From an optimization exercise on the open Yosys and OpenROAD flow, aimed at small area; shortcuts taken in it are not production practice. RTL that was checked went through simulation tests only; none was proved equivalent to the original. No functional check of the RTL was part of runs 2 to 6. No run shown here takes its clock network from TritonCTS; it comes from the design's own scripts or RTL. No driver is modelled on the clock port, so clock power and skew are understated where the tree is cut down; a real chip needs a root buffer or a tree. Power is estimated from default activity; no workload was simulated.

## flow/config.mk

```make
export PLATFORM = sky130hd
export DESIGN_NAME = sift_front_top
export DESIGN_NICKNAME = sift_front_top
export VERILOG_FILES = /design/flow/design.v
export SDC_FILE = /design/flow/constraint.sdc
export NUM_CORES = 4
export LEC_CHECK = 0
export CAP_MARGIN = 20
export CORE_MARGIN = 2
export CORE_UTILIZATION = 50
export CTS_BUF_LIST = sky130_fd_sc_hd__clkbuf_8
export CTS_CLUSTER_DIAMETER = 100
export CTS_CLUSTER_SIZE = 30
export SLEW_MARGIN = 20
```

## flow/constraint.sdc

```tcl
create_clock -name core_clock -period 10.0 [get_ports {clk_100mhz}]
set_input_delay 2.0000 -clock core_clock [delete_from_list [all_inputs] [get_ports {clk_100mhz}]]
set_output_delay 2.0000 -clock core_clock [all_outputs]
set_load 0.01 [all_outputs]
```

## flow/design.v

```verilog
`timescale 1ns/1ps
`default_nettype none
module sift_front_top (
    input  wire logic clk_100mhz,
    input  wire logic sys_rst,
    input  wire logic uart_rxd_i,
    input  wire logic send_req_i,
    output logic      uart_txd_o,
    output logic      frame_loaded_o,
    output logic      pyramid_done_o,
    output logic      busy_o
);
    function automatic logic [5:0] lfsr(input logic [5:0] v);
        lfsr = {v[4:0], ~(v[5] ^ v[4])};
    endfunction
    function automatic logic [1:0] jstep(input logic [1:0] v);
        jstep = {v[0], ~v[1]};
    endfunction
    logic       rxd_meta, rxd_sync;
    logic [4:0] rph;
    logic [5:0] rbaud;
    logic [7:0] rsh;
    logic       rx_wait, rx_stop, rx_data;
    logic       r9, r33, r0;
    logic       rstep, rkill;
    logic       rx_ok;       
    assign rx_wait = !rph[4] && !rph[0];
    assign rx_stop =  rph[4] && !rph[3];
    assign rx_data = !rx_wait && !rx_stop;
    assign r9      = (rbaud == 6'd9);      
    assign r33     = (rbaud == 6'd33);     
    assign r0      = (rbaud == 6'd0);
    assign rx_ok   = rx_stop && r9 && rxd_sync;
    assign rstep   = rx_wait ? (r33 && !rxd_sync) : r9;
    assign rkill   = sys_rst || (rx_wait ? (r33 || (r0 && rxd_sync)) : r9);
    always_ff @(posedge clk_100mhz) begin
        rxd_meta <= uart_rxd_i || sys_rst;
        rxd_sync <= rxd_meta || sys_rst;
        rbaud    <= rkill ? 6'd0 : lfsr(rbaud);
        if (sys_rst)    rph <= '0;
        else if (rstep) rph <= {rph[3:0], !rph[4]};
        if (rx_data && r9) rsh <= {rxd_sync, rsh[7:1]};
    end
    logic [7:0] ring [16];
    logic [3:0] ext;         
    logic       e2;          
    logic [3:0] ph;          
    logic [1:0] py, px;      
    logic       pdy, pdx;    
    logic       xl, yl;
    logic       hit;
    logic       pend;        
    logic       first;       
    logic       last;        
    logic       wr;
    logic [9:0] acc;
    logic [9:0] sum;
    logic [10:0] cy;
    logic [7:0] newv;
    assign hit   = (ph == {py, px});
    assign xl    = (px == 2'b10);
    assign yl    = (py == 2'b10);
    assign first = !pdy && !pdx;
    assign last  =  pdy &&  pdx;
    assign wr    = pend && hit && (!first || rx_data);
    assign acc   = first ? 10'd0 : {e2 && last, ext[0], ring[0]};
    always_comb begin
        cy[0] = 1'b0;
        for (int i = 0; i < 10; i++) begin
            sum[i]  = acc[i] ^ (i < 8 ? rsh[i] : 1'b0) ^ cy[i];
            cy[i+1] = (acc[i] & (i < 8 ? rsh[i] : 1'b0)) | (cy[i] & (acc[i] ^ (i < 8 ? rsh[i] : 1'b0)));
        end
    end
    assign newv = last ? sum[9:2] : sum[7:0];
    always_ff @(posedge clk_100mhz) begin
        for (int i = 0; i < 15; i++) ring[i] <= ring[i+1];
        ring[15] <= wr ? newv : ring[0];
        ext      <= {wr ? sum[8] : ext[0], ext[3:1]};
        if (wr) e2 <= sum[9];
    end
    localparam logic [3:0] Q_STOP = 4'd9, Q_LEAD = 4'd10, Q_WA = 4'd11, Q_WB = 4'd12, Q_IDLE = 4'd15;
    logic [3:0] seq;
    logic [5:0] tb;
    logic       nb;
    logic       lastc;
    logic       term;
    assign lastc = xl && yl;
    assign term  = (tb == 6'd9 && (seq <= 4'd8 || seq == Q_WA)) ||
                   (seq == Q_LEAD && tb == 6'd3) ||
                   (seq == Q_STOP && tb == (lastc ? 6'd19 : 6'd38)) ||
                   (seq == Q_WB && tb == 6'd58);
    assign busy_o         = (seq <= Q_LEAD);
    assign frame_loaded_o = (seq == Q_WA) && (tb == 6'd1);
    assign pyramid_done_o = (seq == Q_WB) && term;
    always_ff @(posedge clk_100mhz) begin
        tb <= (sys_rst || seq == Q_IDLE || term) ? 6'd0 : lfsr(tb);
        if (sys_rst) begin
            seq        <= Q_IDLE;
            uart_txd_o <= 1'b1;
            ph         <= '0;
            py         <= '0;
            px         <= '0;
            pdy        <= 1'b0;
            pdx        <= 1'b0;
            pend       <= 1'b0;
        end else begin
            ph[1:0] <= jstep(ph[1:0]);
            if (ph[1:0] == 2'b10) ph[3:2] <= jstep(ph[3:2]);
            if (rx_ok) pend <= 1'b1;
            else if (wr) begin
                pend <= 1'b0;
                pdx  <= !pdx;
                if (pdx) begin
                    px <= jstep(px);
                    if (xl) begin
                        pdy <= !pdy;
                        if (pdy) py <= jstep(py);
                    end
                end
            end
            case (seq)
                Q_IDLE: begin
                    if (send_req_i)                  seq <= Q_LEAD;
                    else if (rx_ok && last && lastc) seq <= Q_WA;
                end
                Q_WA: if (term) seq <= Q_WB;
                Q_WB: if (term) seq <= send_req_i ? Q_LEAD : Q_IDLE;
                Q_LEAD: if (term) begin
                    seq        <= 4'd0;
                    uart_txd_o <= 1'b0;
                end
                Q_STOP: if (term) begin
                    px         <= jstep(px);
                    if (xl) py <= jstep(py);
                    seq        <= lastc ? Q_IDLE : 4'd0;
                    uart_txd_o <= lastc;
                end
                4'd8: if (term) begin
                    seq        <= Q_STOP;
                    uart_txd_o <= 1'b1;
                end
                default: if (term) begin
                    seq        <= seq + 1'b1;
                    uart_txd_o <= nb;
                end
            endcase
        end
    end
    always_ff @(posedge clk_100mhz) begin
        if (hit) nb <= ring[0][seq[2:0]];
    end
endmodule
`default_nettype wire
```

## flow/flow/run.sh

```bash
#!/bin/bash
# The standard layout (the standard.sh, standard synthesis unchanged), with the clock
# tree replaced after clock tree synthesis by a flat one (flow/cts_post.tcl): the clock port
# drives a root clock inverter, which drives six leaf inverters, each driving the flip-flops
# of one sixth of the placement.
set -euo pipefail
here=$(pwd)
export POST_CTS_TCL="$here/flow/cts_post.tcl"
export CTS_ARGS="-sink_clustering_enable -repair_clock_nets -dont_use_dummy_load -buf_list sky130_fd_sc_hd__clkbuf_8"
export BUFFER_PORTS_ARGS="-buffer_cell sky130_fd_sc_hd__buf_1"
bash standard.sh > standard.log 2>&1
```

## flow/flow/cts_post.tcl

```tcl
# Replace the clock tree that clock_tree_synthesis built with a flat one: the clock port
# drives NLEAF clock buffers, each driving the clock pins of one group of flip-flops,
# grouped by placement. Then legalize and repair hold as cts.tcl does.
# ncol x nrow leaves of leaf_master, fed by one root_master cell at their centre;
# with inverters both levels invert, so the flip-flops see the clock's own polarity
set ncol 2
set nrow 5
set leaf_master_name sky130_fd_sc_hd__clkinv_4
set root_master_name sky130_fd_sc_hd__clkinv_8

set db [ord::get_db]
set block [ord::get_db_block]
set clk_net [$block findNet clk_100mhz]

# walk the tree: sinks are the clock pins of non-buffer cells
# this file is sourced from inside a proc, so the walk's lists live in ::
set ::mcts_sinks {}
set ::mcts_insts {}
set ::mcts_nets {}
proc mcts_walk { net } {
  foreach it [$net getITerms] {
    if { [$it isOutputSignal] } { continue }
    set inst [$it getInst]
    set m [[$inst getMaster] getName]
    if { [string match "sky130_fd_sc_hd__clkbuf_*" $m] || [string match "sky130_fd_sc_hd__clkinv*" $m] } {
      lappend ::mcts_insts $inst
      foreach o [$inst getITerms] {
        if { [$o isOutputSignal] && [$o getNet] ne "NULL" } {
          lappend ::mcts_nets [$o getNet]
          mcts_walk [$o getNet]
        }
      }
    } else {
      lappend ::mcts_sinks $it
    }
  }
}
mcts_walk $clk_net
set sinks $::mcts_sinks
set tree_insts $::mcts_insts
set tree_nets $::mcts_nets
puts "manual cts: [llength $sinks] sinks, removing [llength $tree_insts] tree cells"

foreach s $sinks { $s disconnect }
foreach inst $tree_insts { odb::dbInst_destroy $inst }
foreach n $tree_nets { odb::dbNet_destroy $n }

# group sinks by placement: split on x into columns, then each column on y
proc sink_xy { it } {
  set inst [$it getInst]
  set bb [$inst getBBox]
  return [list [expr {([$bb xMin] + [$bb xMax]) / 2}] [expr {([$bb yMin] + [$bb yMax]) / 2}]]
}
set pts {}
foreach s $sinks { lappend pts [concat [sink_xy $s] [list $s]] }
set pts [lsort -integer -index 0 $pts]
set groups {}
set n [llength $pts]
for {set c 0} {$c < $ncol} {incr c} {
  set col [lrange $pts [expr {$c * $n / $ncol}] [expr {($c + 1) * $n / $ncol - 1}]]
  set col [lsort -integer -index 1 $col]
  set m [llength $col]
  for {set r 0} {$r < $nrow} {incr r} {
    lappend groups [lrange $col [expr {$r * $m / $nrow}] [expr {($r + 1) * $m / $nrow - 1}]]
  }
}

proc mcts_pins { master } {
  set in ""; set out ""
  foreach mt [$master getMTerms] {
    if { [$mt getSigType] ne "SIGNAL" } { continue }
    if { [$mt getIoType] eq "OUTPUT" } { set out [$mt getName] } else { set in [$mt getName] }
  }
  return [list $in $out]
}
set master [$db findMaster $leaf_master_name]
lassign [mcts_pins $master] leaf_in leaf_out
set rmaster [$db findMaster $root_master_name]
lassign [mcts_pins $rmaster] root_in root_out
set root [odb::dbInst_create $block $rmaster "clkroot"]
set root_net [odb::dbNet_create $block "clknet_root"]
$root_net setSigType CLOCK
[$root findITerm $root_in] connect $clk_net
[$root findITerm $root_out] connect $root_net
set rx 0; set ry 0
set k 0
foreach g $groups {
  set sx 0; set sy 0
  foreach p $g { incr sx [lindex $p 0]; incr sy [lindex $p 1] }
  set cx [expr {$sx / [llength $g]}]
  set cy [expr {$sy / [llength $g]}]
  set inst [odb::dbInst_create $block $master "clkleaf_$k"]
  $inst setLocation $cx $cy
  $inst setPlacementStatus PLACED
  set net [odb::dbNet_create $block "clknet_leaf_$k"]
  $net setSigType CLOCK
  [$inst findITerm $leaf_in] connect $root_net
  [$inst findITerm $leaf_out] connect $net
  incr rx $cx; incr ry $cy
  foreach p $g { [lindex $p 2] connect $net }
  puts "manual cts: leaf $k at ($cx, $cy) drives [llength $g] sinks"
  incr k
}

$root setLocation [expr {$rx / $k}] [expr {$ry / $k}]
$root setPlacementStatus PLACED

# timing has several ns of slack everywhere: give every logic gate that synthesis
# sized up the smallest drive of the same function, if that has less area
set nswap 0
foreach inst [$block getInsts] {
  set m [$inst getMaster]
  set mn [$m getName]
  if { ![regexp {^(sky130_fd_sc_hd__[a-z0-9]+)_([0-9]+)$} $mn -> base drive] } { continue }
  if { $drive <= 1 } { continue }
  if { [regexp {__(df|edf|sdf|dl|clk|buf|inv|tap|fill|decap|conb|lpflow|probe)} $base] } { continue }
  foreach d {1 0} {
    set nm [$db findMaster ${base}_$d]
    if { $nm eq "NULL" } { continue }
    if { [$nm getWidth] < [$m getWidth] } {
      $inst swapMaster $nm
      incr nswap
      break
    }
  }
}
puts "manual cts: $nswap gates sized down"

detailed_placement
estimate_parasitics -placement
repair_design_helper
repair_timing_helper -hold
detailed_placement
check_placement -verbose
estimate_parasitics -placement
report_clock_skew
report_check_types -max_slew -max_capacitance
```

## flow/standard.sh

```bash
#!/bin/bash
# synth_recipe.tcl (not shown) runs the flow's synth.tcl, then flattens the netlist and writes it again
# the make line also repeats each setting of config.mk as NAME=value (left out here)
make -C /OpenROAD-flow-scripts/flow DESIGN_CONFIG=/design/flow/config.mk WORK_HOME=/design/flow/orfs CLKGATE_MAP_FILE= SYNTH_SCRIPT=/design/flow/synth_recipe.tcl "${@:-finish}"
```

==> run summary, run 1 <==
Crit path required time -> 10.19 ns
GR Overflow Total -> 0
fmax -> 0.2438 GHz
clock-pin transition on the worst setup and hold timing paths -> 0.12 ns
Worst-Skew Late Latency -> 0.27 ns
synthesis-to-finish area growth -> 4.489%
wire length per cell -> 13.08 µm
Synth Warn # -> 2
Peak VDD IR -> 0.08995 mV
crit path launch -> pdx$_SDFFE_PP0P_
status -> timing/DRC/antenna clean
initial antenna violation count -> 0
Worst-Margin Slew -> 0.6446 ns
worst flop-to-flop path startpoint -> pdx$_SDFFE_PP0P_
r2r setup slk -> 5.90 ns
syn_area_per_cell -> 12.48 µm²
Main synth FF type -> dfxtp_1
Starting DRT DRC Count -> 88
RR Endpoint -> ring[15][7]$_DFF_P_
Die ar. -> 11,310 µm²
Finished Cell Area -> 5475 µm²
row count -> 37
Synth Cell Area -> 5240 µm²
Final setup violation count -> 0
Synth Register Bits -> 177
ant diodes -> 0
DIE WIDTH -> 106.4 µm
Synth cell types -> 51
PortBufs -> 7
DRT antenna net count -> 0
WHS Path Cells -> 0
RSZ-0062 raised after global routing -> no
vias in the first global route -> 2,591
final worst slack -> 5.898 ns
Critical Path AT -> 4.30 ns
nets -> 449
startpoint types -> flip-flop
commonest non-fill, non-tap cells in the layout -> 167 x dfxtp_1, 39 x nor2_1, 25 x nand2_1
Slew HR -> 0.5683
worst-path fanout max -> 9
clock skew -> 0.01449 ns
Die Y -> 106.4 µm
clk sinks -> 177
slowest CP cell -> dfxtp_1
P_leak -> 2.187 nW
fill cell count -> 900
Crit Path Class -> flip-flop to flip-flop
Post-Syn Nets -> 440
Starting Density -> 0.5122
WHS Endpoint -> ring[7][7]$_DFF_P_
Synth top area share -> 0.6380
Most Frequent Cell on Critical Path -> fa_1
fin crit period -> 4.102 ns
area leader, netlist -> dfxtp_1
final hold viol count -> 0
CP endpoint kind -> flip-flop
core area -> 10,230 µm²
multi-input logic area -> 1445 µm²
Area contributors post-synth -> dfxtp_1 64%, edfxtp_1 5.7%, nor2_1 2.8%
layout cells sized above 1 -> 0.06089
CP peak stage delay -> 0.41 ns
critical-path cell list -> nor2_1, nor2b_1, ha_1, inv_1, fa_1, fa_1, inv_1, fa_1, fa_1, inv_1, fa_1, inv_1, fa_1, fa_1, ha_1, xnor2_1, mux2i_1, mux2i_1
Hold Crit Class -> flip-flop to flip-flop
residual DRC count -> 0
Hold Path Origin -> ring[8][7]$_DFF_P_
Power Total -> 1.101 mW
gr usage total -> 0.1345
Final period util -> 0.4102
register area -> 3643 µm²
pre-CTS WS -> 5.953 ns
commonest non-fill, non-tap cell in the layout -> dfxtp_1
pin count of the biggest net entering global routing -> 25
IO Pins -> 8
via/cell ratio -> 4.906
Max Slew Vio Count -> 0
EDFF count, synth -> 10
dpl cell area -> 5394 µm²
Routed WL -> 7.366 mm
vias -> 2,762
reg2reg path depth -> 18
share of flip-flops with an asynchronous set or reset -> 0
PD cells -> 201.0 nW/µm²
Placer Congestion -> 0.8516
TritonRoute pass-1 iters -> 4
TNS Setup -> 0 ns
HPWL after detailed placement -> 4.907 mm
# Max-Cap Violations -> 0
sequential-to-total area share from yosys stat -> 0.6953
first-pass GRT wire length -> 12.42 mm
synthesized instance count -> 420
[cell type report]
class	count	share of cell area
flip-flops and latches	177	0.6654
inverters	32	0.03336
multi-input cells	210	0.2639
well taps	136	0.03108
repair buffers	8	0.006170
[power breakdown]
group	switching, mW	internal (mW)
clock	0.209	0.0254
sequential	0.0217	0.726
combinational	0.0684	0.0505
total	0.299	0.802
[cells in the mapped netlist, types with 2 or more instances]
master    number
clkbuf_1       8
mux2_2         4
or2_2          5
nand3b_1       3
nor2b_1       11
nor2_1        39
fa_1           7
and3_1         2
nor4_1         2
and2_1         8
xor2_1         5
nor3_1         3
mux2i_1       12
a31oi_1        3
a211oi_1       3
nand3_1        6
dfxtp_1      167
nand2b_1       3
and4bb_2       3
buf_2          4
inv_1         21
o21ai_0       12
mux4_2         2
xnor2_1        2
and4_1         3
o21ai_1        2
a21oi_1       15
edfxtp_1      10
ha_1           9
nand2_1       25
[logic make-up (layout without fill, tap and decap cells)]
| kind of cell | count (synthesis) | after routing | share of synthesized area |
|---|---|---|---|
| xor gates and xnor gates | 7 | 7 | 0.01170 |
| adders and majority gates | 16 | 16 | 0.04823 |
| and+or+nand+nor | 118 | 118 | 0.1163 |
| DFF | 177 | 177 | 0.6953 |
| AOI/OAI and AO/OA | 51 | 51 | 0.06376 |
| buffers and inverters | 33 | 40 | 0.02460 |
| muxes | 18 | 18 | 0.04011 |
[metal layers]
| metal | GRT usage | part of all wire | up-vias | wire [µm] |
|---|---|---|---|---|
| li1 | - | - | 1407 | - |
| met1 | 0.1982 | 0.53 | 1303 | 3887 |
| met2 | 0.2028 | 0.42 | 40 | 3078 |
| met3 | 0.02085 | 0.032 | 12 | 237 |
| met4 | 0.04417 | 0.022 | 0 | 163 |
| met5 | 0 | 0 | - | 0 |
[worst max-delay path: cells and delay by family (launching register included)]
kind | cells | cell delay [ns]
adder cells (fa/ha/maj) | 9 | 2.40
AND/OR/NAND/NOR | 2 | 0.50
flip-flops | 1 | 0.41
multiplexers | 2 | 0.26
buffers and inverters | 4 | 0.24
XOR/XNOR | 1 | 0.21
[worst max-delay path by stage]
stage / end / depth (start not counted)
after floorplan: ext[3]$_DFF_P_ / 17
after global placement: ring[15][7]$_DFF_P_ / 18
after detailed placement: ring[15][7]$_DFF_P_ / 18
after global routing: ring[15][7]$_DFF_P_ / 18
final: ring[15][7]$_DFF_P_ / 18
[registers in the layout (all words and copies together), names as in the netlist, 2 cells and up]
name	cells
py	2
rbaud	6
rsh	8
rph	5
ext	4
ph	4
px	2
ring	128
tb	6
seq	4
[per-stage QoR]
step	instances	util	hold slack [ns]
3_3_place_gp	552	0.5272	0.3105
5_1_grt	563	0.5352	0.3382
6_report	563	0.5352	0.3250
3_5_place_dp	552	0.5272	0.3121
2_1_floorplan	420	-	0.3096
==> run 2: changes to the inputs <==
--- a/flow/design.v
+++ b/flow/design.v
@@ -17,15 +17,15 @@
         jstep = {v[0], ~v[1]};
     endfunction
     logic       rxd_meta, rxd_sync;
-    logic [4:0] rph;
+    logic [3:0] rph;
     logic [5:0] rbaud;
     logic [7:0] rsh;
     logic       rx_wait, rx_stop, rx_data;
     logic       r9, r33, r0;
     logic       rstep, rkill;
     logic       rx_ok;       
-    assign rx_wait = !rph[4] && !rph[0];
-    assign rx_stop =  rph[4] && !rph[3];
+    assign rx_wait = (rph == 4'd9);
+    assign rx_stop = (rph == 4'd8);
     assign rx_data = !rx_wait && !rx_stop;
     assign r9      = (rbaud == 6'd9);      
     assign r33     = (rbaud == 6'd33);     
@@ -37,8 +37,8 @@
         rxd_meta <= uart_rxd_i || sys_rst;
         rxd_sync <= rxd_meta || sys_rst;
         rbaud    <= rkill ? 6'd0 : lfsr(rbaud);
-        if (sys_rst)    rph <= '0;
-        else if (rstep) rph <= {rph[3:0], !rph[4]};
+        if (sys_rst)    rph <= 4'd9;
+        else if (rstep) rph <= rx_stop ? 4'd9 : rx_wait ? 4'd0 : rph + 1'b1;
         if (rx_data && r9) rsh <= {rxd_sync, rsh[7:1]};
     end
     logic [7:0] ring [16];
--- a/flow/flow/cts_post.tcl
+++ b/flow/flow/cts_post.tcl
@@ -4,8 +4,8 @@
 # ncol x nrow leaves of leaf_master, fed by one root_master cell at their centre;
 # with inverters both levels invert, so the flip-flops see the clock's own polarity
 set ncol 2
-set nrow 5
-set leaf_master_name sky130_fd_sc_hd__clkinv_4
+set nrow 3
+set leaf_master_name sky130_fd_sc_hd__clkinv_8
 set root_master_name sky130_fd_sc_hd__clkinv_8
 
 set db [ord::get_db]
==> run summary, run 2 <==
Crit Path Class -> flip-flop to flip-flop
largest register by flop count -> ring
core area -> 10,370 µm²
synthesis-to-finish area growth -> 3.095%
sequential power share -> 0.678
Worst-Skew Late Latency -> 0.27 ns
DIE WIDTH -> 107.7 µm
startpoint types -> flip-flop
status -> timing/DRC/antenna clean
dpl cell area -> 5518 µm²
Final period util -> 0.4248
EDFF count, synth -> 10
fin crit period -> 4.248 ns
fmax -> 0.2354 GHz
Final setup violation count -> 0
PortBufs -> 7
nets -> 450
TNS Setup -> 0 ns
first-pass GRT wire length -> 12.70 mm
commonest non-fill, non-tap cell in the layout -> dfxtp_1
Starting DRT DRC Count -> 143
Int Pwr -> 0.7984 mW
Synth Cell Area -> 5378 µm²
Die ar. -> 11,600 µm²
most common cell in the netlist -> dfxtp_1
sw power -> 0.2995 mW
share of flip-flops with an asynchronous set or reset -> 0
Comb pwr share -> 0.105
via/cell ratio -> 4.984
PD cells -> 198.0 nW/µm²
Finished Cell Area -> 5544 µm²
# Max-Cap Violations -> 0
clock share of power -> 0.217
Placer Congestion -> 0.8369
Post-Syn Nets -> 446
area leader, netlist -> dfxtp_1
Starting Density -> 0.5186
Worst-Margin Slew -> 0.7511 ns
layout cells sized above 1 -> 0.04941
WHS -> 0.3318 ns
Synth top area share -> 0.6180
final worst slack -> 5.752 ns
Placed Cells -> 554
vias in the first global route -> 2,693
pin count of the biggest net entering global routing -> 31
IO Pins -> 8
GR Overflow Total -> 0
Hold Crit Class -> flip-flop to flip-flop
pre-CTS WS -> 5.713 ns
biggest regs -> ring (128), rsh (8)
final std cells w/o fill -> 561
vias -> 2,796
CP endpoint kind -> flip-flop
Critical Path AT -> 4.41 ns
residual DRC count -> 0
HPWL after detailed placement -> 4.936 mm
row count -> 37
RSZ-0062 raised after global routing -> no
Sw Share -> 0.2728
clk sinks -> 176
sequential-to-total area share from yosys stat -> 0.6738
Synth Warn # -> 2
Max Slew Vio Count -> 0
fill cell count -> 893
worst-path fanout max -> 10
TritonRoute pass-1 iters -> 4
top cells by count, synth -> 166 x dfxtp_1, 30 x nor2_1, 20 x a21oi_1
clock skew -> 0.01454 ns
ant diodes -> 0
syn_area_per_cell -> 12.71 µm²
P_leak -> 2.202 nW
Area contributors post-synth -> dfxtp_1 62%, edfxtp_1 5.6%, ha_1 2.8%
Power Total -> 1.098 mW
Die Y -> 107.7 µm
clock-pin transition on the worst setup and hold timing paths -> 0.11 ns
DRT antenna net count -> 0
Largest register FFs -> 128
Synth Register Bits -> 176
Synth cell types -> 56
synthesized instance count -> 423
Crit path required time -> 10.16 ns
Routed WL -> 7.462 mm
wire length per cell -> 13.30 µm
Main synth FF type -> dfxtp_1
final hold viol count -> 0
Layout Utilization -> 0.5346
Slew HR -> 0.4992
initial antenna violation count -> 0
gr usage total -> 0.1332
Peak VDD IR -> 0.1116 mV
commonest non-fill, non-tap cells in the layout -> 166 x dfxtp_1, 30 x nor2_1, 20 x a21oi_1
==> run 2: cell count changes in the layout (fill, tap and decap cells not counted), sizes merged, moves of 4 or more <==
cell,before,now
a21oi,16,20
clkinv,11,7
nand2,25,19
nand2b,3,7
nor2,39,30
==> run 2: cell families after synthesis <==
family	after synthesis	share of synthesized area
compound gates	57	0.07399
xor+xnor	9	0.01466
buf+inv	31	0.02443
flops	176	0.6738
mux	17	0.04002
fa+ha+maj	19	0.05398
simple gates	114	0.1191
==> run 2: worst max-delay path: stages (launching register included) <==
cell	delay, ns
dfxtp_1	0.43
nor2_1	0.36
nor2b_1	0.10
ha_1	0.19
inv_1	0.06
fa_1	0.18
fa_1	0.16
inv_1	0.04
fa_1	0.37
fa_1	0.36
inv_1	0.07
fa_1	0.15
inv_1	0.05
fa_1	0.37
fa_1	0.37
ha_1	0.20
xnor2_1	0.14
mux2_2	0.27
mux2_2	0.27
==> run 2: layer usage <==
metal | vias up | GRT usage | share of wire
met5 | - | 0 | 0
met4 | 0 | 0.02564 | 0.014
met3 | 9 | 0.01937 | 0.025
met2 | 37 | 0.2089 | 0.44
met1 | 1331 | 0.1978 | 0.52
li1 | 1419 | - | -
==> run 2: cell type report <==
class / instances / area, µm² / area share
Inverter: 25 / 181.4 / 0.03272
Timing Repair Buffer: 8 / 33.78 / 0.006093
Multi-Input combinational cell: 216 / 1535 / 0.2769
Tap cell: 136 / 170.2 / 0.03069
Sequential cell: 176 / 3623 / 0.6536
==> run 2: worst paths after layout <==
kind	start	end	slack (ns)	cells after the start
setup / recovery	pdy$_SDFFE_PP0P_	ring[15][7]$_DFF_P_	5.75	18
hold reg to reg	ring[15][2]$_DFF_P_	ring[14][2]$_DFF_P_	0.33	0
setup reg to reg	pdy$_SDFFE_PP0P_	ring[15][7]$_DFF_P_	5.75	18
hold / removal	ring[15][2]$_DFF_P_	ring[14][2]$_DFF_P_	0.33	0
==> run 2: power by group through the flow <==
stage / Clock, mW / Sequential, mW / Combinational (mW)
global placement: 0 / 0.760 / 0.121
finish: 0.238 / 0.744 / 0.116
floorplan: 0 / 0.744 / 0.116
global route: 0.273 / 0.748 / 0.129
detailed placement: 0 / 0.759 / 0.122
==> run 3: changes to the inputs <==
--- a/flow/design.v
+++ b/flow/design.v
@@ -17,15 +17,15 @@
         jstep = {v[0], ~v[1]};
     endfunction
     logic       rxd_meta, rxd_sync;
-    logic [3:0] rph;
+    logic [4:0] rph;
     logic [5:0] rbaud;
     logic [7:0] rsh;
     logic       rx_wait, rx_stop, rx_data;
     logic       r9, r33, r0;
     logic       rstep, rkill;
     logic       rx_ok;       
-    assign rx_wait = (rph == 4'd9);
-    assign rx_stop = (rph == 4'd8);
+    assign rx_wait = !rph[4] && !rph[0];
+    assign rx_stop =  rph[4] && !rph[3];
     assign rx_data = !rx_wait && !rx_stop;
     assign r9      = (rbaud == 6'd9);      
     assign r33     = (rbaud == 6'd33);     
@@ -37,8 +37,8 @@
         rxd_meta <= uart_rxd_i || sys_rst;
         rxd_sync <= rxd_meta || sys_rst;
         rbaud    <= rkill ? 6'd0 : lfsr(rbaud);
-        if (sys_rst)    rph <= 4'd9;
-        else if (rstep) rph <= rx_stop ? 4'd9 : rx_wait ? 4'd0 : rph + 1'b1;
+        if (sys_rst)    rph <= '0;
+        else if (rstep) rph <= {rph[3:0], !rph[4]};
         if (rx_data && r9) rsh <= {rxd_sync, rsh[7:1]};
     end
     logic [7:0] ring [16];
@@ -85,15 +85,12 @@
     logic       lastc;
     logic       term;
     assign lastc = xl && yl;
-    assign term  = (tb == 6'd9 && (seq <= 4'd8 || seq == Q_WA)) ||
-                   (seq == Q_LEAD && tb == 6'd3) ||
-                   (seq == Q_STOP && tb == (lastc ? 6'd19 : 6'd38)) ||
-                   (seq == Q_WB && tb == 6'd58);
+    assign term  = (tb == 6'd9);
     assign busy_o         = (seq <= Q_LEAD);
     assign frame_loaded_o = (seq == Q_WA) && (tb == 6'd1);
     assign pyramid_done_o = (seq == Q_WB) && term;
     always_ff @(posedge clk_100mhz) begin
-        tb <= (sys_rst || seq == Q_IDLE || term) ? 6'd0 : lfsr(tb);
+        tb <= lfsr(tb);
         if (sys_rst) begin
             seq        <= Q_IDLE;
             uart_txd_o <= 1'b1;
@@ -120,27 +117,42 @@
             end
             case (seq)
                 Q_IDLE: begin
-                    if (send_req_i)                  seq <= Q_LEAD;
-                    else if (rx_ok && last && lastc) seq <= Q_WA;
+                    if (send_req_i) begin
+                        seq <= Q_LEAD;
+                        tb  <= 6'd34;
+                    end else if (rx_ok && last && lastc) begin
+                        seq <= Q_WA;
+                        tb  <= 6'd0;
+                    end
                 end
-                Q_WA: if (term) seq <= Q_WB;
-                Q_WB: if (term) seq <= send_req_i ? Q_LEAD : Q_IDLE;
+                Q_WA: if (term) begin
+                    seq <= Q_WB;
+                    tb  <= 6'd28;
+                end
+                Q_WB: if (term) begin
+                    seq <= send_req_i ? Q_LEAD : Q_IDLE;
+                    tb  <= 6'd34;
+                end
                 Q_LEAD: if (term) begin
                     seq        <= 4'd0;
+                    tb         <= 6'd0;
                     uart_txd_o <= 1'b0;
                 end
                 Q_STOP: if (term) begin
                     px         <= jstep(px);
                     if (xl) py <= jstep(py);
                     seq        <= lastc ? Q_IDLE : 4'd0;
+                    tb         <= 6'd0;
                     uart_txd_o <= lastc;
                 end
                 4'd8: if (term) begin
                     seq        <= Q_STOP;
+                    tb         <= lastc ? 6'd32 : 6'd16;
                     uart_txd_o <= 1'b1;
                 end
                 default: if (term) begin
                     seq        <= seq + 1'b1;
+                    tb         <= 6'd0;
                     uart_txd_o <= nb;
                 end
             endcase
==> run summary, run 3 <==
clock-pin transition on the worst setup and hold timing paths -> 0.11 ns
area leader, netlist -> dfxtp_1
Worst-Skew Late Latency -> 0.28 ns
reg2reg path depth -> 18
pin count of the biggest net entering global routing -> 33
vias -> 2,751
startpoint types -> flip-flop
Placer Congestion -> 0.8197
HPWL after detailed placement -> 4.960 mm
synthesis-to-finish area growth -> 3.415%
clk sinks -> 177
Slew HR -> 0.4532
Synth Register Bits -> 177
DIE WIDTH -> 107.1 µm
Synth Warn # -> 2
Routed WL -> 7.424 mm
RSZ-0062 raised after global routing -> no
Power Total -> 1.154 mW
syn_area_per_cell -> 12.56 µm²
Die Y -> 107.1 µm
via/cell ratio -> 4.921
worst-path fanout max -> 8
initial antenna violation count -> 0
DRT antenna net count -> 0
TritonRoute pass-1 iters -> 6
Area contributors post-synth -> dfxtp_1 63%, edfxtp_1 5.7%, mux2i_1 2.8%
Synth Cell Area -> 5313 µm²
share of flip-flops with an asynchronous set or reset -> 0
final hold viol count -> 0
EDFF count, synth -> 10
commonest non-fill, non-tap cells in the layout -> 167 x dfxtp_1, 36 x nor2_1, 24 x a21oi_1
Hold Crit Class -> flip-flop to flip-flop
wire length per cell -> 13.28 µm
Synth top area share -> 0.6293
Crit path required time -> 10.20 ns
TNS Setup -> 0 ns
nets -> 445
residual DRC count -> 0
commonest non-fill, non-tap cell in the layout -> dfxtp_1
Post-Syn Nets -> 443
Final period util -> 0.3993
Max Slew Vio Count -> 0
Die ar. -> 11,470 µm²
Starting Density -> 0.5146
Crit Path Class -> flip-flop to flip-flop
status -> timing/DRC/antenna clean
PortBufs -> 7
final worst slack -> 6.007 ns
synthesized instance count -> 423
Worst-Margin Slew -> 0.8127 ns
vias in the first global route -> 2,684
core area -> 10,320 µm²
Starting DRT DRC Count -> 115
pre-CTS WS -> 6.194 ns
clock skew -> 0.01124 ns
gr usage total -> 0.1374
fin crit period -> 3.993 ns
WHS Path Cells -> 0
WHS -> 0.3317 ns
GR Overflow Total -> 0
# Max-Cap Violations -> 0
IO Pins -> 8
Critical Path AT -> 4.20 ns
CP endpoint kind -> flip-flop
sequential-to-total area share from yosys stat -> 0.6858
layout cells sized above 1 -> 0.04728
first-pass GRT wire length -> 12.88 mm
largest register by flop count -> ring
ant diodes -> 0
P_leak -> 2.141 nW
fmax -> 0.2504 GHz
Main synth FF type -> dfxtp_1
Final setup violation count -> 0
Peak VDD IR -> 0.1199 mV
top cells by count, synth -> 167 x dfxtp_1, 33 x nor2_1, 21 x a21oi_1, 21 x nand2_1, 18 x inv_1
Synth cell types -> 58
biggest regs -> ring (128), rsh (8)
most common cell in the netlist -> dfxtp_1
row count -> 37
PD cells -> 210.1 nW/µm²
Largest register FFs -> 128
[run 3: path summary, 6_finish.rpt]
kind	endpoint	from	slack, ns
min reg2reg	ring[13][1]$_DFF_P_	ring[14][1]$_DFF_P_	0.33
min	ring[13][1]$_DFF_P_	ring[14][1]$_DFF_P_	0.33
max reg2reg	ring[15][7]$_DFF_P_	pdx$_SDFFE_PP0P_	6.01
max	ring[15][7]$_DFF_P_	pdx$_SDFFE_PP0P_	6.01
[run 3: cell type report]
type | instances | area [µm²]
flip-flops and latches | 177 | 3643
multi-input cells | 212 | 1461
well taps | 136 | 170.2
fillers | 890 | 4830
repair buffers | 8 | 33.78
inverters | 26 | 185.2
[run 3: kinds of logic (layout without fill, tap and decap cells)]
family / count (synthesis) / after routing / share of synthesized area
compound gates: 62 / 62 / 0.07584
mux: 20 / 20 / 0.04310
simple gates: 108 / 108 / 0.1079
fa+ha+maj: 16 / 16 / 0.04757
flops: 177 / 177 / 0.6858
xor+xnor: 6 / 6 / 0.009892
buf+inv: 34 / 34 / 0.02991
[run 3: metal layers]
layer	routed length, µm	track usage	vias up
met1	3927	0.2041	1293
li1	-	-	1419
met3	172	0.02128	11
met4	133	0.03061	0
met2	3190	0.2125	28
met5	0	0	-
[run 3: through the flow]
step,instance area [µm²],instances,utilization
finish,5494,559,0.5322
global route,5494,559,0.5322
detailed placement,5429,552,0.5259
global placement,5429,552,0.5259
floorplan,5313,423,-
[run 3: power by group]
| group | internal, mW | switching [mW] |
|---|---|---|
| clock | 0.0282 | 0.211 |
| sequential | 0.735 | 0.0274 |
| combinational | 0.0659 | 0.0866 |
[run 3: critical path, cell delays in order (launching register included)]
cell and delay [ns]:
dfxtp_1 0.39, nor2_1 0.38, nor2b_1 0.11, ha_1 0.20, inv_1 0.07, fa_1 0.18
fa_1 0.16, inv_1 0.05, fa_1 0.38, fa_1 0.37, inv_1 0.07, fa_1 0.16
inv_1 0.05, fa_1 0.37, fa_1 0.37, ha_1 0.20, xnor2_1 0.21, mux2i_1 0.10
mux2i_1 0.12
==> run 4: changes to the inputs <==
--- a/flow/design.v
+++ b/flow/design.v
@@ -57,25 +57,27 @@
     logic [9:0] sum;
     logic [10:0] cy;
     logic [7:0] newv;
+    logic [7:0] opnd;
     assign hit   = (ph == {py, px});
     assign xl    = (px == 2'b10);
     assign yl    = (py == 2'b10);
     assign first = !pdy && !pdx;
     assign last  =  pdy &&  pdx;
     assign wr    = pend && hit && (!first || rx_data);
-    assign acc   = first ? 10'd0 : {e2 && last, ext[0], ring[0]};
+    assign opnd  = wr ? rsh : 8'd0;
+    assign acc   = (first && wr) ? 10'd0 : {e2 && last, ext[0], ring[0]};
     always_comb begin
         cy[0] = 1'b0;
         for (int i = 0; i < 10; i++) begin
-            sum[i]  = acc[i] ^ (i < 8 ? rsh[i] : 1'b0) ^ cy[i];
-            cy[i+1] = (acc[i] & (i < 8 ? rsh[i] : 1'b0)) | (cy[i] & (acc[i] ^ (i < 8 ? rsh[i] : 1'b0)));
+            sum[i]  = acc[i] ^ (i < 8 ? opnd[i] : 1'b0) ^ cy[i];
+            cy[i+1] = (acc[i] & (i < 8 ? opnd[i] : 1'b0)) | (cy[i] & (acc[i] ^ (i < 8 ? opnd[i] : 1'b0)));
         end
     end
-    assign newv = last ? sum[9:2] : sum[7:0];
+    assign newv = (wr && last) ? sum[9:2] : sum[7:0];
     always_ff @(posedge clk_100mhz) begin
         for (int i = 0; i < 15; i++) ring[i] <= ring[i+1];
-        ring[15] <= wr ? newv : ring[0];
-        ext      <= {wr ? sum[8] : ext[0], ext[3:1]};
+        ring[15] <= newv;
+        ext      <= {sum[8], ext[3:1]};
         if (wr) e2 <= sum[9];
     end
     localparam logic [3:0] Q_STOP = 4'd9, Q_LEAD = 4'd10, Q_WA = 4'd11, Q_WB = 4'd12, Q_IDLE = 4'd15;
@@ -85,12 +87,15 @@
     logic       lastc;
     logic       term;
     assign lastc = xl && yl;
-    assign term  = (tb == 6'd9);
+    assign term  = (tb == 6'd9 && (seq <= 4'd8 || seq == Q_WA)) ||
+                   (seq == Q_LEAD && tb == 6'd3) ||
+                   (seq == Q_STOP && tb == (lastc ? 6'd19 : 6'd38)) ||
+                   (seq == Q_WB && tb == 6'd58);
     assign busy_o         = (seq <= Q_LEAD);
     assign frame_loaded_o = (seq == Q_WA) && (tb == 6'd1);
     assign pyramid_done_o = (seq == Q_WB) && term;
     always_ff @(posedge clk_100mhz) begin
-        tb <= lfsr(tb);
+        tb <= (sys_rst || seq == Q_IDLE || term) ? 6'd0 : lfsr(tb);
         if (sys_rst) begin
             seq        <= Q_IDLE;
             uart_txd_o <= 1'b1;
@@ -117,42 +122,27 @@
             end
             case (seq)
                 Q_IDLE: begin
-                    if (send_req_i) begin
-                        seq <= Q_LEAD;
-                        tb  <= 6'd34;
-                    end else if (rx_ok && last && lastc) begin
-                        seq <= Q_WA;
-                        tb  <= 6'd0;
-                    end
+                    if (send_req_i)                  seq <= Q_LEAD;
+                    else if (rx_ok && last && lastc) seq <= Q_WA;
                 end
-                Q_WA: if (term) begin
-                    seq <= Q_WB;
-                    tb  <= 6'd28;
-                end
-                Q_WB: if (term) begin
-                    seq <= send_req_i ? Q_LEAD : Q_IDLE;
-                    tb  <= 6'd34;
-                end
+                Q_WA: if (term) seq <= Q_WB;
+                Q_WB: if (term) seq <= send_req_i ? Q_LEAD : Q_IDLE;
                 Q_LEAD: if (term) begin
                     seq        <= 4'd0;
-                    tb         <= 6'd0;
                     uart_txd_o <= 1'b0;
                 end
                 Q_STOP: if (term) begin
                     px         <= jstep(px);
                     if (xl) py <= jstep(py);
                     seq        <= lastc ? Q_IDLE : 4'd0;
-                    tb         <= 6'd0;
                     uart_txd_o <= lastc;
                 end
                 4'd8: if (term) begin
                     seq        <= Q_STOP;
-                    tb         <= lastc ? 6'd32 : 6'd16;
                     uart_txd_o <= 1'b1;
                 end
                 default: if (term) begin
                     seq        <= seq + 1'b1;
-                    tb         <= 6'd0;
                     uart_txd_o <= nb;
                 end
             endcase
==> run summary, run 4 <==
PD cells -> 209.5 nW/µm²
# Max-Cap Violations -> 0
row count -> 37
Worst-Skew Late Latency -> 0.29 ns
Synth Warn # -> 2
share of flip-flops with an asynchronous set or reset -> 0
Placer Congestion -> 0.7847
Max Slew Vio Count -> 0
Post-Syn Nets -> 434
first-pass GRT wire length -> 12.77 mm
vias in the first global route -> 2,663
HPWL after detailed placement -> 4.920 mm
reg2reg path depth -> 20
wire length per cell -> 13.56 µm
DIE WIDTH -> 106.6 µm
syn_area_per_cell -> 12.72 µm²
CP endpoint kind -> flip-flop
Power Total -> 1.153 mW
ant diodes -> 0
pre-CTS WS -> 5.345 ns
most common cell in the netlist -> dfxtp_1
Area contributors post-synth -> dfxtp_1 63%, edfxtp_1 5.7%, fa_1 2.7%
WHS -> 0.3249 ns
Hold Crit Class -> flip-flop to flip-flop
Synth Cell Area -> 5266 µm²
Final period util -> 0.5118
final hold viol count -> 0
vias -> 2,734
worst-path fanout max -> 11
clock skew -> 0.01575 ns
synthesis-to-finish area growth -> 4.514%
commonest non-fill, non-tap cells in the layout -> 167 x dfxtp_1, 31 x nand2_1, 22 x nor2_1
startpoint types -> flip-flop
fmax -> 0.1954 GHz
Final setup violation count -> 0
DRT antenna net count -> 0
PortBufs -> 7
P_leak -> 2.154 nW
Peak VDD IR -> 0.08797 mV
WHS Path Cells -> 0
Largest register FFs -> 128
IO Pins -> 8
final worst slack -> 4.882 ns
clock-pin transition on the worst setup and hold timing paths -> 0.12 ns
Crit Path Class -> flip-flop to flip-flop
fill cell count -> 921
TritonRoute pass-1 iters -> 6
Critical Path AT -> 5.32 ns
initial antenna violation count -> 0
Crit path required time -> 10.20 ns
fin crit period -> 5.118 ns
Die Y -> 106.6 µm
commonest non-fill, non-tap cell in the layout -> dfxtp_1
Slew HR -> 0.3529
core area -> 10,280 µm²
Die ar. -> 11,370 µm²
status -> timing/DRC/antenna clean
Finished Cell Area -> 5504 µm²
biggest regs -> ring (128), rsh (8)
Worst-Margin Slew -> 0.9617 ns
Starting DRT DRC Count -> 129
Synth top area share -> 0.6348
Routed WL -> 7.526 mm
gr usage total -> 0.1365
residual DRC count -> 0
Synth Register Bits -> 177
RSZ-0062 raised after global routing -> no
TNS Setup -> 0 ns
EDFF count, synth -> 10
Main synth FF type -> dfxtp_1
pin count of the biggest net entering global routing -> 31
largest register by flop count -> ring
via/cell ratio -> 4.926
top cells by count, synth -> 167 x dfxtp_1, 31 x nand2_1, 22 x nor2_1
clk sinks -> 177
Starting Density -> 0.5124
layout cells sized above 1 -> 0.04773
nets -> 441
sequential-to-total area share from yosys stat -> 0.6919
dpl cell area -> 5418 µm²
GR Overflow Total -> 0
synthesized instance count -> 414
area leader, netlist -> dfxtp_1
Synth cell types -> 57
## run 4: cell count changes in the layout (fill, tap and decap cells not counted), sizes merged, moves of 3 or more
cell    delta
nor2      -14
a21oi     -12
and2      +11
nand2     +10
nor2b      -4
or3        +4
a211oi     +3
a31oi      -3
mux2i      -3
nor3       +3
nor4b      +3
o21a       -3
## run 4: worst paths after layout
kind	from	to	slack [ns]
max	px[1]$_SDFF_PP0_	ring[15][7]$_DFF_P_	4.88
min	ring[5][7]$_DFF_P_	ring[4][7]$_DFF_P_	0.32
max reg2reg	px[1]$_SDFF_PP0_	ring[15][7]$_DFF_P_	4.88
min reg2reg	ring[5][7]$_DFF_P_	ring[4][7]$_DFF_P_	0.32
## run 4: final cells by class
| type | count | area (µm²) | area share |
|---|---|---|---|
| inverters | 24 | 177.7 | 0.03228 |
| multi-input cells | 210 | 1479 | 0.2687 |
| flip-flops and latches | 177 | 3643 | 0.6620 |
| well taps | 136 | 170.2 | 0.03092 |
| repair buffers | 8 | 33.78 | 0.006138 |
## run 4: stage by stage
step                      instances  utilization
after floorplan                 414            -
after global placement          548       0.5271
after detailed placement        548       0.5271
after global routing            555       0.5355
final                           555       0.5355
## run 4: kinds of logic after synthesis
| logic type | synth area share |
|---|---|
| flip-flops | 0.6919 |
| AND/OR/NAND/NOR | 0.1319 |
| AO/OA/AOI/OAI | 0.06107 |
| buffers and inverters | 0.02210 |
| adder cells (fa/ha/maj) | 0.04799 |
| multiplexers | 0.03350 |
| XOR/XNOR | 0.01164 |
## run 4: worst max-delay path, cell delays in order, from the launching register on
cell	delay [ns]
dfxtp_1	0.36
xor2_1	0.17
nor4_1	0.83
and3_1	0.47
and2_1	0.18
ha_1	0.13
inv_1	0.05
fa_1	0.37
fa_1	0.38
fa_1	0.37
inv_1	0.07
fa_1	0.17
fa_1	0.16
inv_1	0.05
fa_1	0.37
fa_1	0.37
inv_1	0.06
ha_1	0.14
xnor2_1	0.13
nor2_1	0.06
a21oi_1	0.13
## run 4: layer usage
metal	global-route usage	vias up	routed length [µm]
li1	-	1398	-
met1	0.2137	1286	4002
met2	0.1947	35	3098
met3	0.01824	15	228
met4	0.04545	0	196
met5	0	-	0
## run 4: report_power, final
group	total, mW	switching (mW)	internal (mW)
logic	0.158	0.0857	0.0718
registers	0.750	0.0248	0.725
clock network	0.246	0.217	0.0282
==> run 5: changes to the inputs <==
--- a/flow/design.v
+++ b/flow/design.v
@@ -95,7 +95,7 @@
     assign frame_loaded_o = (seq == Q_WA) && (tb == 6'd1);
     assign pyramid_done_o = (seq == Q_WB) && term;
     always_ff @(posedge clk_100mhz) begin
-        tb <= (sys_rst || seq == Q_IDLE || term) ? 6'd0 : lfsr(tb);
+        tb <= (seq == Q_IDLE || term) ? 6'd0 : lfsr(tb);
         if (sys_rst) begin
             seq        <= Q_IDLE;
             uart_txd_o <= 1'b1;
==> run summary, run 5 <==
final hold viol count -> 0
Slew HR -> 0.4965
clock-pin transition on the worst setup and hold timing paths -> 0.11 ns
HPWL after detailed placement -> 4.957 mm
Synth Register Bits -> 177
Hold Crit Class -> flip-flop to flip-flop
DRT antenna net count -> 0
fmax -> 0.2057 GHz
pin count of the biggest net entering global routing -> 31
Final setup violation count -> 0
P_leak -> 2.150 nW
Die Y -> 106.5 µm
fill cell count -> 903
dpl cell area -> 5410 µm²
clk sinks -> 177
Final period util -> 0.4861
EDFF count, synth -> 10
gr usage total -> 0.1325
largest register by flop count -> ring
Synth Cell Area -> 5254 µm²
area leader, netlist -> dfxtp_1
Post-Syn Nets -> 433
TNS Setup -> 0 ns
Routed WL -> 7.159 mm
layout cells sized above 1 -> 0.04796
crit path launch -> rph[4]$_SDFFE_PP0P_
worst flop-to-flop path startpoint -> rph[4]$_SDFFE_PP0P_
wire length per cell -> 12.95 µm
Largest register FFs -> 128
worst-path fanout max -> 9
RSZ-0062 raised after global routing -> no
Starting Density -> 0.5112
Starting DRT DRC Count -> 153
Finished Cell Area -> 5503 µm²
Critical Path AT -> 5.00 ns
WHS -> 0.3301 ns
Main synth FF type -> dfxtp_1
RR Endpoint -> ring[15][6]$_DFF_P_
IO Pins -> 8
commonest non-fill, non-tap cell in the layout -> dfxtp_1
Critical Path Sink -> ring[15][6]$_DFF_P_
Worst-Margin Slew -> 0.7553 ns
# Max-Cap Violations -> 0
status -> timing/DRC/antenna clean
PD cells -> 206.3 nW/µm²
via/cell ratio -> 4.895
row count -> 37
Worst-Skew Late Latency -> 0.27 ns
initial antenna violation count -> 0
Synth top area share -> 0.6363
Peak VDD IR -> 0.09043 mV
Die ar. -> 11,340 µm²
share of flip-flops with an asynchronous set or reset -> 0
Layout Utilization -> 0.5354
Crit Path Class -> flip-flop to flip-flop
synthesis-to-finish area growth -> 4.739%
sequential-to-total area share from yosys stat -> 0.6935
CP endpoint kind -> flip-flop
PortBufs -> 7
Synth Warn # -> 2
Power Total -> 1.135 mW
vias -> 2,707
syn_area_per_cell -> 12.72 µm²
ant diodes -> 0
Area contributors post-synth -> dfxtp_1 64%, edfxtp_1 5.7%, fa_1 2.7%
Crit path required time -> 10.14 ns
vias in the first global route -> 2,573
nets -> 439
biggest regs -> ring (128), rsh (8)
WHS Path Cells -> 0
Synth cell types -> 53
reg2reg path depth -> 20
synthesized instance count -> 413
core area -> 10,280 µm²
top cells by count, synth -> 167 x dfxtp_1, 30 x nor2_1, 27 x nand2_1
DIE WIDTH -> 106.5 µm
fin crit period -> 4.861 ns
TritonRoute pass-1 iters -> 4
clock skew -> 0.01230 ns
residual DRC count -> 0
most common cell in the netlist -> dfxtp_1
Placer Congestion -> 0.7987
r2r setup slk -> 5.14 ns
first-pass GRT wire length -> 12.28 mm
Max Slew Vio Count -> 0
startpoint types -> flip-flop
commonest non-fill, non-tap cells in the layout -> 167 x dfxtp_1, 30 x nor2_1, 27 x nand2_1
GR Overflow Total -> 0
-- run 5: area by class of cell --
class,instances,area [µm²],area share
repair buffers,8,33.78,0.006139
multi-input cells,203,1459,0.2651
flip-flops and latches,177,3643,0.6621
inverters,29,196.4,0.03570
well taps,136,170.2,0.03092
-- run 5: metal layers --
metal | track usage | up-vias | routed length (µm)
li1 | - | 1389 | -
met1 | 0.1997 | 1274 | 3741
met5 | 0 | - | 0
met3 | 0.01962 | 8 | 258
met2 | 0.1992 | 36 | 3031
met4 | 0.03803 | 0 | 127
-- run 5: cell families after synthesis --
group / after synthesis / synth area share
flip-flops: 177 / 0.6935
AND/OR/NAND/NOR: 120 / 0.1241
AO/OA/AOI/OAI: 42 / 0.05859
buffers and inverters: 33 / 0.02477
multiplexers: 17 / 0.03763
adder cells (fa/ha/maj): 16 / 0.04811
XOR/XNOR: 8 / 0.01334
-- run 5: worst min path at each step --
stage	slack, ns	to	from
2_1_floorplan	0.31	ext[0]$_DFF_P_	ext[1]$_DFF_P_
3_3_place_gp	0.31	ring[9][3]$_DFF_P_	ring[10][3]$_DFF_P_
3_5_place_dp	0.31	ring[4][1]$_DFF_P_	ring[5][1]$_DFF_P_
5_1_grt	0.34	ring[0][2]$_DFF_P_	ring[1][2]$_DFF_P_
6_report	0.33	ring[0][3]$_DFF_P_	ring[1][3]$_DFF_P_
-- run 5: metrics by stage --
step | instances | setup WS, ns
final | 553 | 5.139
after global routing | 553 | 4.740
after detailed placement | 546 | 5.158
after global placement | 546 | 5.351
after floorplan | 413 | 5.421
-- run 5: where the power goes --
part | internal [mW] | switching (mW)
clock | 0.0283 | 0.209
sequential | 0.727 | 0.0267
combinational | 0.0624 | 0.0819
-- run 5: worst max-delay path, cell delays in order (launching register included) --
cell and delay, ns:
dfxtp_1 0.42, mux2_2 0.37, o31ai_1 0.31, or2_2 0.22, or3_1 0.27, and2_1 0.17
ha_1 0.14, inv_1 0.05, fa_1 0.37, fa_1 0.39, fa_1 0.37, inv_1 0.08
fa_1 0.17, fa_1 0.16, inv_1 0.05, fa_1 0.37, fa_1 0.37, inv_1 0.06
ha_1 0.23, nor2_1 0.10, a21oi_1 0.07
==> run 6: changes to the inputs <==
--- a/flow/design.v
+++ b/flow/design.v
@@ -95,7 +95,7 @@
     assign frame_loaded_o = (seq == Q_WA) && (tb == 6'd1);
     assign pyramid_done_o = (seq == Q_WB) && term;
     always_ff @(posedge clk_100mhz) begin
-        tb <= (seq == Q_IDLE || term) ? 6'd0 : lfsr(tb);
+        tb <= (sys_rst || seq == Q_IDLE || term) ? 6'd0 : lfsr(tb);
         if (sys_rst) begin
             seq        <= Q_IDLE;
             uart_txd_o <= 1'b1;
==> flow/flow/run.sh (replaced) <==
#!/bin/bash
# The standard layout (the standard.sh, standard synthesis unchanged), with:
# - after floorplan, the logic between the registers re-mapped for area (flow/restructure.tcl);
# - after clock tree synthesis, the clock tree replaced by a flat one (flow/cts_post.tcl): the
#   clock port drives a root clock inverter, which drives six leaf inverters, each driving the
#   flip-flops of one sixth of the placement; logic gates get their smallest drive;
# - port buffers of the smallest size.
set -euo pipefail
here=$(pwd)
export FLOW_DIR_OWN="$here/flow"
export POST_FLOORPLAN_TCL="$here/flow/restructure.tcl"
export POST_CTS_TCL="$here/flow/cts_post.tcl"
export CTS_ARGS="-sink_clustering_enable -repair_clock_nets -dont_use_dummy_load -buf_list sky130_fd_sc_hd__clkbuf_8"
export BUFFER_PORTS_ARGS="-buffer_cell sky130_fd_sc_hd__buf_1"
bash standard.sh > standard.log 2>&1
==> flow/flow/filter_lib.py (new file) <==
"""Copy a liberty file without the given cells: filter_lib.py IN OUT CELL..."""
import re
import sys

src, dst, drop = sys.argv[1], sys.argv[2], set(sys.argv[3:])
text = open(src).read()
out = []
pos = 0
for m in re.finditer(r'^\s*cell\s*\(\s*"?([\w]+)"?\s*\)\s*\{', text, re.M):
    if m.start() < pos or m.group(1) not in drop:
        continue
    depth = 0
    i = m.end() - 1
    while True:
        c = text[i]
        if c == '{':
            depth += 1
        elif c == '}':
            depth -= 1
            if depth == 0:
                break
        i += 1
    out.append(text[pos:m.start()])
    pos = i + 1
out.append(text[pos:])
open(dst, 'w').write(''.join(out))
==> flow/flow/restructure.tcl (new file) <==
# After floorplan: re-map the logic between the registers for area with OpenROAD's
# restructure (ABC), from a copy of the library without the platform's don't-use cells.
# Registers are not touched.
set lib [lindex $::env(LIB_FILES) 0]
set wd $::env(RESULTS_DIR)/rmp
file mkdir $wd
set flib $wd/area.lib
exec python3 $::env(FLOW_DIR_OWN)/filter_lib.py $lib $flib {*}$::env(DONT_USE_CELLS)
report_design_area
restructure -target area -liberty_file $flib \
  -tielo_port sky130_fd_sc_hd__conb_1/LO -tiehi_port sky130_fd_sc_hd__conb_1/HI \
  -work_dir $wd -abc_logfile $wd/abc.log
report_design_area
file delete $flib
==> run summary, run 6 <==
Synth Warn # -> 2
Synth Cell Area -> 5266 µm²
clk sinks -> 177
IO Pins -> 8
residual DRC count -> 0
worst flop-to-flop path startpoint -> py[1]$_SDFF_PP0_
reg2reg path depth -> 23
ant diodes -> 0
DIE WIDTH -> 106.6 µm
layout cells sized above 1 -> 0.01878
Hold Path Origin -> ring[3][0]$_DFF_P_
Starting DRT DRC Count -> 119
DRT antenna net count -> 0
TNS Setup -> 0 ns
dpl cell area -> 5069 µm²
Main synth FF type -> dfxtp_1
row count -> 37
P_leak -> 1.909 nW
PD cells -> 211.0 nW/µm²
Synth top area share -> 0.6348
status -> timing/DRC/antenna clean
area leader, netlist -> dfxtp_1
TritonRoute pass-1 iters -> 4
nets -> 432
final hold viol count -> 0
Peak VDD IR -> 0.09783 mV
Crit Path Class -> flip-flop to flip-flop
Starting Density -> 0.5124
PortBufs -> 7
Slew HR -> 0.4406
synthesis-to-finish area growth -> -1.497%
Largest register FFs -> 128
via/cell ratio -> 4.975
EDFF count, synth -> 10
commonest non-fill, non-tap cells in the layout -> 167 x dfxtp_1, 45 x nor2_1, 38 x clkinv_1
CP endpoint kind -> flip-flop
Max Slew Vio Count -> 0
Critical Path AT -> 5.36 ns
WHS -> 0.3261 ns
WHS Endpoint -> ring[2][0]$_DFF_P_
r2r setup slk -> 4.83 ns
Crit path required time -> 10.19 ns
Power Total -> 1.095 mW
biggest regs -> ring (128), rsh (8)
top cells by count, synth -> 167 x dfxtp_1, 31 x nand2_1, 22 x nor2_1
RR Endpoint -> ring[15][6]$_DFF_P_
sequential-to-total area share from yosys stat -> 0.6919
WHS Path Cells -> 0
Layout Utilization -> 0.5047
syn_area_per_cell -> 12.72 µm²
first-pass GRT wire length -> 12.14 mm
Area contributors post-synth -> dfxtp_1 63%, edfxtp_1 5.7%, fa_1 2.7%
# Max-Cap Violations -> 0
startpoint types -> flip-flop
largest register by flop count -> ring
pin count of the biggest net entering global routing -> 31
worst-path fanout max -> 11
Worst-Skew Late Latency -> 0.27 ns
share of flip-flops with an asynchronous set or reset -> 0
HPWL after detailed placement -> 4.806 mm
GR Overflow Total -> 0
RSZ-0062 raised after global routing -> no
Synth cell types -> 57
fin crit period -> 5.172 ns
Worst-Margin Slew -> 0.8285 ns
Synth Register Bits -> 177
Finished Cell Area -> 5187 µm²
clock skew -> 0.01747 ns
Final period util -> 0.5172
Post-Syn Nets -> 434
Final setup violation count -> 0
synthesized instance count -> 414
Routed WL -> 7.114 mm
Die Y -> 106.6 µm
core area -> 10,280 µm²
most common cell in the netlist -> dfxtp_1
commonest non-fill, non-tap cell in the layout -> dfxtp_1
wire length per cell -> 12.66 µm
clock-pin transition on the worst setup and hold timing paths -> 0.12 ns
Die ar. -> 11,370 µm²
Placer Congestion -> 0.8311
fmax -> 0.1934 GHz
gr usage total -> 0.1287
initial antenna violation count -> 0
Hold Crit Class -> flip-flop to flip-flop
vias in the first global route -> 2,548
vias -> 2,796
run 6: cells by family (layout without fill, tap and decap cells):
kind of cell             count (synthesis)  in the layout  synth area share
multiplexers                            15              0           0.03350
adder cells (fa/ha/maj)                 16              0           0.04799
buffers and inverters                   27             52           0.02210
AO/OA/AOI/OAI                           49             88           0.06107
XOR/XNOR                                 7              2           0.01164
AND/OR/NAND/NOR                        123            107            0.1319
flip-flops                             177            177            0.6919
run 6: report_power, final:
| part | switching [mW] | total [mW] | internal (mW) |
|---|---|---|---|
| combinational | 0.0705 | 0.110 | 0.0394 |
| sequential | 0.0190 | 0.746 | 0.727 |
| clock | 0.210 | 0.238 | 0.0283 |
| total | 0.300 | 1.09 | 0.795 |
run 6: routing by layer:
metal,part of all wire,global-route usage
met5,0,0
met3,0.042,0.02067
met2,0.42,0.1938
met1,0.52,0.1967
met4,0.017,0.02690
run 6: worst max-delay path by stage:
stage,start,slack [ns],to,depth (start not counted)
2_1_floorplan,px[1]$_SDFF_PP0_,5.56,ring[15][6]$_DFF_P_,20
3_3_place_gp,py[1]$_SDFF_PP0_,4.99,ring[15][6]$_DFF_P_,23
3_5_place_dp,py[1]$_SDFF_PP0_,4.68,ring[15][6]$_DFF_P_,23
5_1_grt,rph[4]$_SDFFE_PP0P_,4.05,ring[15][6]$_DFF_P_,25
6_report,py[1]$_SDFF_PP0_,4.83,ring[15][6]$_DFF_P_,23
run 6: area by class of cell:
type / count / area (µm²)
fill: 907 / 5090
sequential: 177 / 3643
multi-input combinational: 197 / 1091
inverter: 45 / 256.5
tap: 136 / 170.2
timing repair buffer: 7 / 26.28
run 6: critical path, stage by stage (launching register included):
cell and delay [ns]:
dfxtp_1 0.36, a2bb2oi_1 0.14, nor4_1 0.51, o311ai_0 0.41, nor3_2 0.59, nor3_1 0.16
clkinv_1 0.09, nor2_1 0.05, o21ai_0 0.29, nor2_1 0.06, o21ai_0 0.27, nor2_1 0.06
o21ai_0 0.26, nor2_1 0.07, o21ai_0 0.26, nor2_1 0.06, o21ai_0 0.25, nor2_1 0.06
o21ai_0 0.25, nor2_1 0.07, o21ai_0 0.20, or3_1 0.17, a21boi_0 0.26, a2bb2oi_1 0.18
run 6: per-stage QoR:
| stage | std cells | setup slack (ns) |
|---|---|---|
| 6_report | 562 | 4.828 |
| 3_3_place_gp | 555 | 4.988 |
| 5_1_grt | 562 | 4.053 |
| 2_1_floorplan | 414 | 5.562 |
| 3_5_place_dp | 555 | 4.682 |
==> run 7: changes to the inputs <==
--- a/flow/design.v
+++ b/flow/design.v
@@ -57,27 +57,25 @@
     logic [9:0] sum;
     logic [10:0] cy;
     logic [7:0] newv;
-    logic [7:0] opnd;
     assign hit   = (ph == {py, px});
     assign xl    = (px == 2'b10);
     assign yl    = (py == 2'b10);
     assign first = !pdy && !pdx;
     assign last  =  pdy &&  pdx;
     assign wr    = pend && hit && (!first || rx_data);
-    assign opnd  = wr ? rsh : 8'd0;
-    assign acc   = (first && wr) ? 10'd0 : {e2 && last, ext[0], ring[0]};
+    assign acc   = first ? 10'd0 : {e2 && last, ext[0], ring[0]};
     always_comb begin
         cy[0] = 1'b0;
         for (int i = 0; i < 10; i++) begin
-            sum[i]  = acc[i] ^ (i < 8 ? opnd[i] : 1'b0) ^ cy[i];
-            cy[i+1] = (acc[i] & (i < 8 ? opnd[i] : 1'b0)) | (cy[i] & (acc[i] ^ (i < 8 ? opnd[i] : 1'b0)));
+            sum[i]  = acc[i] ^ (i < 8 ? rsh[i] : 1'b0) ^ cy[i];
+            cy[i+1] = (acc[i] & (i < 8 ? rsh[i] : 1'b0)) | (cy[i] & (acc[i] ^ (i < 8 ? rsh[i] : 1'b0)));
         end
     end
-    assign newv = (wr && last) ? sum[9:2] : sum[7:0];
+    assign newv = last ? sum[9:2] : sum[7:0];
     always_ff @(posedge clk_100mhz) begin
         for (int i = 0; i < 15; i++) ring[i] <= ring[i+1];
-        ring[15] <= newv;
-        ext      <= {sum[8], ext[3:1]};
+        ring[15] <= wr ? newv : ring[0];
+        ext      <= {wr ? sum[8] : ext[0], ext[3:1]};
         if (wr) e2 <= sum[9];
     end
     localparam logic [3:0] Q_STOP = 4'd9, Q_LEAD = 4'd10, Q_WA = 4'd11, Q_WB = 4'd12, Q_IDLE = 4'd15;
==> run summary, run 7 <==
row count -> 37
Starting DRT DRC Count -> 162
biggest regs -> ring (128), rsh (8)
syn_area_per_cell -> 12.48 µm²
residual DRC count -> 0
status -> timing/DRC/antenna clean
TritonRoute pass-1 iters -> 4
Die ar. -> 11,310 µm²
Routed WL -> 7.417 mm
initial antenna violation count -> 0
GRT met2 Usage -> 0.2079
PortBufs -> 7
Worst-Skew Late Latency -> 0.28 ns
Hold Crit Class -> flip-flop to flip-flop
wire length per cell -> 13.06 µm
Starting Density -> 0.5122
CP peak stage delay -> 0.71 ns
synthesized instance count -> 420
RSZ-0062 raised after global routing -> no
Synth Cell Area -> 5240 µm²
WHS -> 0.3245 ns
worst-path fanout max -> 17
clock skew -> 0.01227 ns
clk sinks -> 177
via/cell ratio -> 5.136
Area contributors post-synth -> dfxtp_1 64%, edfxtp_1 5.7%, nor2_1 2.8%
startpoint types -> flip-flop
Final period util -> 0.4080
Layout Utilization -> 0.5096
Synth cell types -> 51
core area -> 10,230 µm²
Die Y -> 106.4 µm
Crit Path Class -> flip-flop to flip-flop
Main synth FF type -> dfxtp_1
Most Frequent Cell on Critical Path -> nor3_1
final std cells w/o fill -> 568
fin crit period -> 4.080 ns
layout cells sized above 1 -> 0.01620
vias -> 2,917
clock share of power -> 0.225
Critical Path AT -> 4.22 ns
synthesis-to-finish area growth -> -0.5014%
EDFF count, synth -> 10
crit-path leading delay family -> compound AO/OA/AOI/OAI gates
sw power -> 0.2763 mW
sequential power share -> 0.698
sequential-to-total area share from yosys stat -> 0.6953
vias in the first global route -> 2,673
Int Pwr -> 0.7816 mW
slowest CP cell -> nor2_1
WP buf/inv -> 0
Peak VDD IR -> 0.09287 mV
nets -> 438
met3 Usage GRT -> 0.01901
clock-pin transition on the worst setup and hold timing paths -> 0.11 ns
final hold viol count -> 0
Worst-Margin Slew -> 0.8942 ns
commonest non-fill, non-tap cells in the layout -> 167 x dfxtp_1, 44 x clkinv_1, 36 x nor2_1, 36 x o21ai_0, 22 x a21oi_1
IO Pins -> 8
critical-path cell list -> nor2_1, nor3_1, o22ai_1, nor3_1, o21ai_0, nor3_1, o21ai_0, nor3_1, o21ai_0, nor3_1, o21ai_0, nor3_1, o21ai_0, nor3_1, o21ai_0, nor2_1, xnor2_1, o22ai_1, o22ai_1
top cells by count, synth -> 167 x dfxtp_1, 39 x nor2_1, 25 x nand2_1
TNS Setup -> 0 ns
most common cell in the netlist -> dfxtp_1
GRT Max-Usage Layer -> met2
gr usage total -> 0.1365
Largest register FFs -> 128
met1 Track Usage GR -> 0.2019
Synth Register Bits -> 177
Sw Share -> 0.2611
HPWL after detailed placement -> 4.956 mm
Final setup violation count -> 0
Crit path required time -> 10.14 ns
fmax -> 0.2451 GHz
DRT antenna net count -> 0
Synth top area share -> 0.6380
share of flip-flops with an asynchronous set or reset -> 0
pin count of the biggest net entering global routing -> 31
ant diodes -> 0
largest register by flop count -> ring
first-pass GRT wire length -> 12.58 mm
Placed Cells -> 561
DIE WIDTH -> 106.4 µm
Max Slew Vio Count -> 0
Synth Warn # -> 2
# Max-Cap Violations -> 0
PD cells -> 202.9 nW/µm²
Slew HR -> 0.4017
area leader, netlist -> dfxtp_1
P_leak -> 1.848 nW
Placer Congestion -> 0.8814
Post-Syn Nets -> 440
commonest non-fill, non-tap cell in the layout -> dfxtp_1
GR Overflow Total -> 0
CP endpoint kind -> flip-flop
Comb pwr share -> 0.077
-- run 7: cell count changes in the layout (fill, tap and decap cells not counted), moves of 5 or more --
cell / change
o22a_1: +8
o21ai_0: +11
o22ai_1: +9
nand2b_1: +5
nor2_1: -9
nor2b_1: -9
clkinv_1: +6
-- run 7: cells by family after synthesis --
family	after synthesis	synth area share
AOI/OAI and AO/OA	51	0.06376
xor gates and xnor gates	7	0.01170
adders and majority gates	16	0.04823
buffers and inverters	33	0.02460
DFF	177	0.6953
muxes	18	0.04011
and+or+nand+nor	118	0.1163
-- run 7: per-stage QoR --
step | worst slack [ns] | cell area (µm²) | power (mW)
floorplan | 6.243 | 5240 | 0.8617
global placement | 6.295 | 5100 | 0.8330
detailed placement | 6.039 | 5100 | 0.8333
global route | 5.395 | 5214 | 1.110
finish | 5.920 | 5214 | 1.058
-- run 7: layout make-up --
class	count	area (µm²)
fill	911	5017
sequential	177	3643
inverter	51	279.0
timing repair buffer	7	26.28
multi-input combinational	197	1095
tap	136	170.2
-- run 7: final timing paths --
path | start | end | slack [ns] | cells past startpoint
setup / recovery | pdx$_SDFFE_PP0P_ | ring[15][7]$_DFF_P_ | 5.92 | 19
hold / removal | ring[3][6]$_DFF_P_ | ring[2][6]$_DFF_P_ | 0.32 | 0
setup reg to reg | pdx$_SDFFE_PP0P_ | ring[15][7]$_DFF_P_ | 5.92 | 19
hold reg to reg | ring[3][6]$_DFF_P_ | ring[2][6]$_DFF_P_ | 0.32 | 0
-- run 7: power groups by stage --
stage	Sequential, mW	Combinational, mW	Clock, mW
2_1_floorplan	0.749	0.113	0
5_1_grt	0.741	0.0919	0.277
6_report	0.738	0.0814	0.238
3_5_place_dp	0.753	0.0801	0
3_3_place_gp	0.754	0.0793	0
-- run 7: layer usage --
metal | part of all wire | up-vias | wire length, µm
li1 | - | 1489 | -
met1 | 0.51 | 1353 | 3814
met2 | 0.42 | 62 | 3131
met3 | 0.039 | 13 | 291
met4 | 0.024 | 0 | 180
met5 | 0 | - | 0

Setup slack of run 7, layout unchanged: 5.920 ns with ideal ports, 5.920 ns with driving cells assumed (clock clkbuf_16, inputs buf_2), 5.920 ns with port delays also shifted by the 0.326 ns mid clock arrival.
